This is an optimization exercise on Yosys and OpenROAD, whose aim is small area and few clock cycles, not a production implementation.
The RTL was checked by simulation tests, not by an equivalence proof against the original design.
Power figures rest on the tool's default switching activity, not on a simulated workload.

Design grapheme_cluster_segmenter, start of the top module:
module grapheme_cluster_segmenter (
    input  wire logic        clk,
    input  wire logic        rst_n,
    input  wire logic        cfg_write_en,
    input  wire logic        cfg_write_data,
    input  wire logic        in_valid,
    output logic             in_stall,
    input  wire logic [5:0]  lb_class,
    input  wire logic [1:0]  width_class,
    input  wire logic [3:0]  gb_class,
    input  wire logic        is_thai,
    input  wire logic        end_of_text,
    output logic             out_valid,
    input  wire logic        out_stall,
    output logic [15:0]      cluster_start,
    output logic [15:0]      cluster_length,
    output logic [16:0]      cluster_columns,
    output logic [5:0]       cluster_break_class,
    output logic             text_done,
    output logic             last_of_run
);
==> flow/config.mk <==
export PLATFORM = sky130hd
export DESIGN_NAME = grapheme_cluster_segmenter
export DESIGN_NICKNAME = grapheme_cluster_segmenter
export VERILOG_FILES = /design/flow/design.v
export SDC_FILE = /design/flow/constraint.sdc
export NUM_CORES = 4
export LEC_CHECK = 0
export CAP_MARGIN = 20
export CORE_MARGIN = 2
export CORE_UTILIZATION = 70
export PLACE_DENSITY = 0.75
export SLEW_MARGIN = 20
export BUFFER_PORTS_ARGS = -buffer_cell sky130_fd_sc_hd__buf_1
export CTS_ARGS = -sink_clustering_enable -repair_clock_nets -dont_use_dummy_load -buf_list {sky130_fd_sc_hd__clkbuf_4 sky130_fd_sc_hd__clkbuf_8} -sink_clustering_size 16 -sink_clustering_max_diameter 60
==> flow/constraint.sdc <==
create_clock -name core_clock -period 12.0 [get_ports {clk}]
set_input_delay 2.4000 -clock core_clock [delete_from_list [all_inputs] [get_ports {clk}]]
set_output_delay 2.4000 -clock core_clock [all_outputs]
set_load 0.01 [all_outputs]
standard.sh (not shown) runs the stock make flow with config.mk's settings and CLKGATE_MAP_FILE= SYNTH_SCRIPT=/design/flow/synth_recipe.tcl, a recipe that flattens the netlist after the stock synthesis.
==> flow/flow/run.sh <==
#!/bin/bash
# The standard layout, with the smallest buffer on the ports instead of clkdlybuf4s50_1,
# and a clock tree of small buffers without dummy loads.
set -euo pipefail
cat >> config.mk <<'EOC'
export BUFFER_PORTS_ARGS = -buffer_cell sky130_fd_sc_hd__buf_1
export CTS_ARGS = -sink_clustering_enable -repair_clock_nets -dont_use_dummy_load -buf_list {sky130_fd_sc_hd__clkbuf_4 sky130_fd_sc_hd__clkbuf_8} -sink_clustering_size 16 -sink_clustering_max_diameter 60
EOC
bash standard.sh finish > standard_flow.log 2>&1
Testbench counts at the start, summed over its fixed seeds: cycles 52,865.
Edit:
--- a/flow/design.v
+++ b/flow/design.v
@@ -32,18 +32,19 @@
     localparam logic [2:0] ST_PRE  = 3'd7;
     logic        thai_reg;
     logic [2:0]  s_st;
     logic        s_pend;
     logic [KL-1:0] s_len;
     logic [KC-1:0] s_tot;
     logic [15:KL]  u_len;
     logic [16:KC]  u_tot;
-    logic [1:0]  s_base;     
+    logic [1:0]  s_nb;       
     logic [5:0]  s_cls;
+    logic        s_sens;
     logic        o_valid;
     logic [15:0] o_start;
     logic [KL-1:0] o_len;
     logic [KC-1:0] o_cols;
     logic [5:0]  o_cls;
     logic        o_done;
     logic        o_last;
     function automatic logic [2:0] gen_state(input logic [3:0] gb);
@@ -57,29 +58,31 @@
             gen_state = ST_PRE;
         else
             gen_state = ST_GEN;
     endfunction
     logic [1:0] cols;
     logic       g_cr, g_lf, g_ctrl, g_ext, g_l, g_v, g_t, g_lv, g_lvt;
     logic       l_bknl, l_run;
     logic [5:0] c_cls;
+    logic       c_sens;
     assign cols   = {width_class == 2'd2, width_class[0]};
     assign g_cr   = gb_class == 4'd1;
     assign g_lf   = gb_class == 4'd2;
     assign g_ctrl = gb_class == 4'd3;
     assign g_ext  = gb_class == 4'd4 || gb_class == 4'd5;
     assign g_l    = gb_class == 4'd7;
     assign g_v    = gb_class == 4'd8;
     assign g_t    = gb_class == 4'd9;
     assign g_lv   = gb_class == 4'd10;
     assign g_lvt  = gb_class == 4'd11;
     assign l_bknl = lb_class == 6'd0 || lb_class == 6'd1;
     assign l_run  = lb_class == 6'd2 || lb_class == 6'd3 || lb_class == 6'd4;
-    assign c_cls  = (lb_class == 6'd5 && !(thai_reg && is_thai)) ? (g_ext ? 6'd6 : 6'd7) : lb_class;
+    assign c_cls  = (lb_class == 6'd5) ? (g_ext ? 6'd6 : 6'd7) : lb_class;
+    assign c_sens = lb_class == 6'd5 && is_thai;
     logic is_open, cap_ok, in_gen, hj, j_cr, j_run, j_gen, j_pre, joined;
     assign is_open = s_st != ST_NONE;
     assign cap_ok  = o_valid || ~&{u_len, s_len};
     assign in_gen  = s_st[2] || s_st == ST_GEN;
     assign hj      = (s_st == ST_L && (g_l || g_v || g_lv || g_lvt))
                   || (s_st == ST_V && (g_v || g_t))
                   || (s_st == ST_T && g_t);
     assign j_cr    = s_st == ST_CR && g_lf;
@@ -119,37 +122,39 @@
         begin
             tot_sum[i] = ((i < KC) ? s_tot[i % KC] : u_tot[i]) ^ tot_c[i];
             tot_c[i+1] = ((i < KC) ? s_tot[i % KC] : u_tot[i]) & tot_c[i];
         end
     end
     assign grow = len_c[KL] || tot_c[KC];
     logic [15:0] x_len;
     logic [16:0] x_tot;
-    logic [1:0]  x_base;
+    logic [1:0]  x_nb;
     logic [5:0]  x_cls;
+    logic        x_sens;
     logic [2:0]  x_st;
     logic        x_close;
     always_comb
     begin
         if (j_cr)
             add = 2'd0;
         else if (hj)
-            add = 2'd2 - s_base;
+            add = s_nb;
         else
             add = cols;
         x_len = fresh ? 16'd1 : len_inc;
         x_tot = fresh ? {15'd0, cols} : tot_sum;
-        x_cls = (fresh || (j_gen && j_pre)) ? c_cls : s_cls;
+        x_cls  = (fresh || (j_gen && j_pre)) ? c_cls : s_cls;
+        x_sens = (fresh || (j_gen && j_pre)) ? c_sens : s_sens;
         if (fresh || (j_gen && j_pre))
-            x_base = cols;
+            x_nb = {width_class == 2'd0, width_class[0]};
         else if (hj)
-            x_base = 2'd2;
-        else
-            x_base = s_base;
+            x_nb = 2'd0;
+        else
+            x_nb = s_nb;
         if (fresh)
         begin
             if (g_cr)
                 x_st = ST_CR;
             else if (l_run)
                 x_st = ST_RUN;
             else
                 x_st = gen_state(gb_class);
@@ -191,18 +196,19 @@
         end
     end
     always_ff @(posedge clk)
     begin
         if (accept)
         begin
             s_len  <= x_len[KL-1:0];
             s_tot  <= x_tot[KC-1:0];
-            s_base <= x_close ? {1'b0, end_of_text} : x_base;
+            s_nb   <= x_close ? {1'b0, end_of_text} : x_nb;
             s_cls  <= x_cls;
+            s_sens <= x_sens && (thai_reg || !x_close);
         end
     end
     logic o_first;
     always_ff @(posedge clk or negedge rst_n)
     begin
         if (!rst_n)
         begin
             o_valid <= 1'b0;
@@ -210,31 +216,31 @@
             o_done  <= 1'b1;
         end
         else
         begin
             if (o_free)
                 o_valid <= from_s;
             o_first <= 1'b0;
             if (from_s)
-                o_done <= s_pend && s_base[0];
+                o_done <= s_pend && s_nb[0];
         end
     end
     always_ff @(posedge clk)
     begin
         if (take || o_first)
             o_start <= o_done ? 16'd0 : start_sum;
     end
     always_ff @(posedge clk)
     begin
         if (from_s)
         begin
             o_len   <= s_len;
             o_cols  <= s_tot;
-            o_cls   <= s_cls;
+            o_cls   <= (s_sens && (s_pend || thai_reg)) ? 6'd5 : s_cls;
             o_last  <= s_pend || !n_close;
         end
     end
     assign out_valid           = o_valid;
     assign cluster_start       = o_start;
     assign cluster_length      = {u_len, o_len};
     assign cluster_columns     = {u_tot, o_cols};
     assign cluster_break_class = o_cls;
After rerunning:
- clock skew fell by 0.0057 ns
- first-iteration DRC count rose by 50%
- worst setup slack gets better by 0.028 ns
- total power rose by 1.4%
- die area rose by 0.63%
Testbench counts after the change, summed over its fixed seeds: cycles 52,865.

[static timing again, ports no longer ideal]
The results above use ideal ports. As a check the final layouts listed here were re-extracted and re-timed, cells and wires unchanged. Step 1, drivers: a clkbuf_16 drives clk and a buf_2 each remaining input, both assumed. Step 2 times the ports against the registers' clock, not the clock port: input delays grow and output delays shrink by t, the midpoint of the rising clock arrivals with the driver on. Slacks: ideal / step 1 / step 2; pairs: ideal / step 1.
| run | t (ns) | setup slack, ns | hold slack, ns | pins driven straight from the clock port |
|---|---|---|---|---|
| the first run | 0.361 | 4.629 / 4.606 / 4.418 | 0.432 / 0.432 / 0.432 | 1 |
| the second run | 0.373 | 4.657 / 4.634 / 4.399 | 0.487 / 0.487 / 0.487 | 1 |
After both steps every run listed still meets setup and hold. For the second run, which loses most, drivers alone change the setup slack by -0.023 ns; drivers and shift together by -0.258 ns.
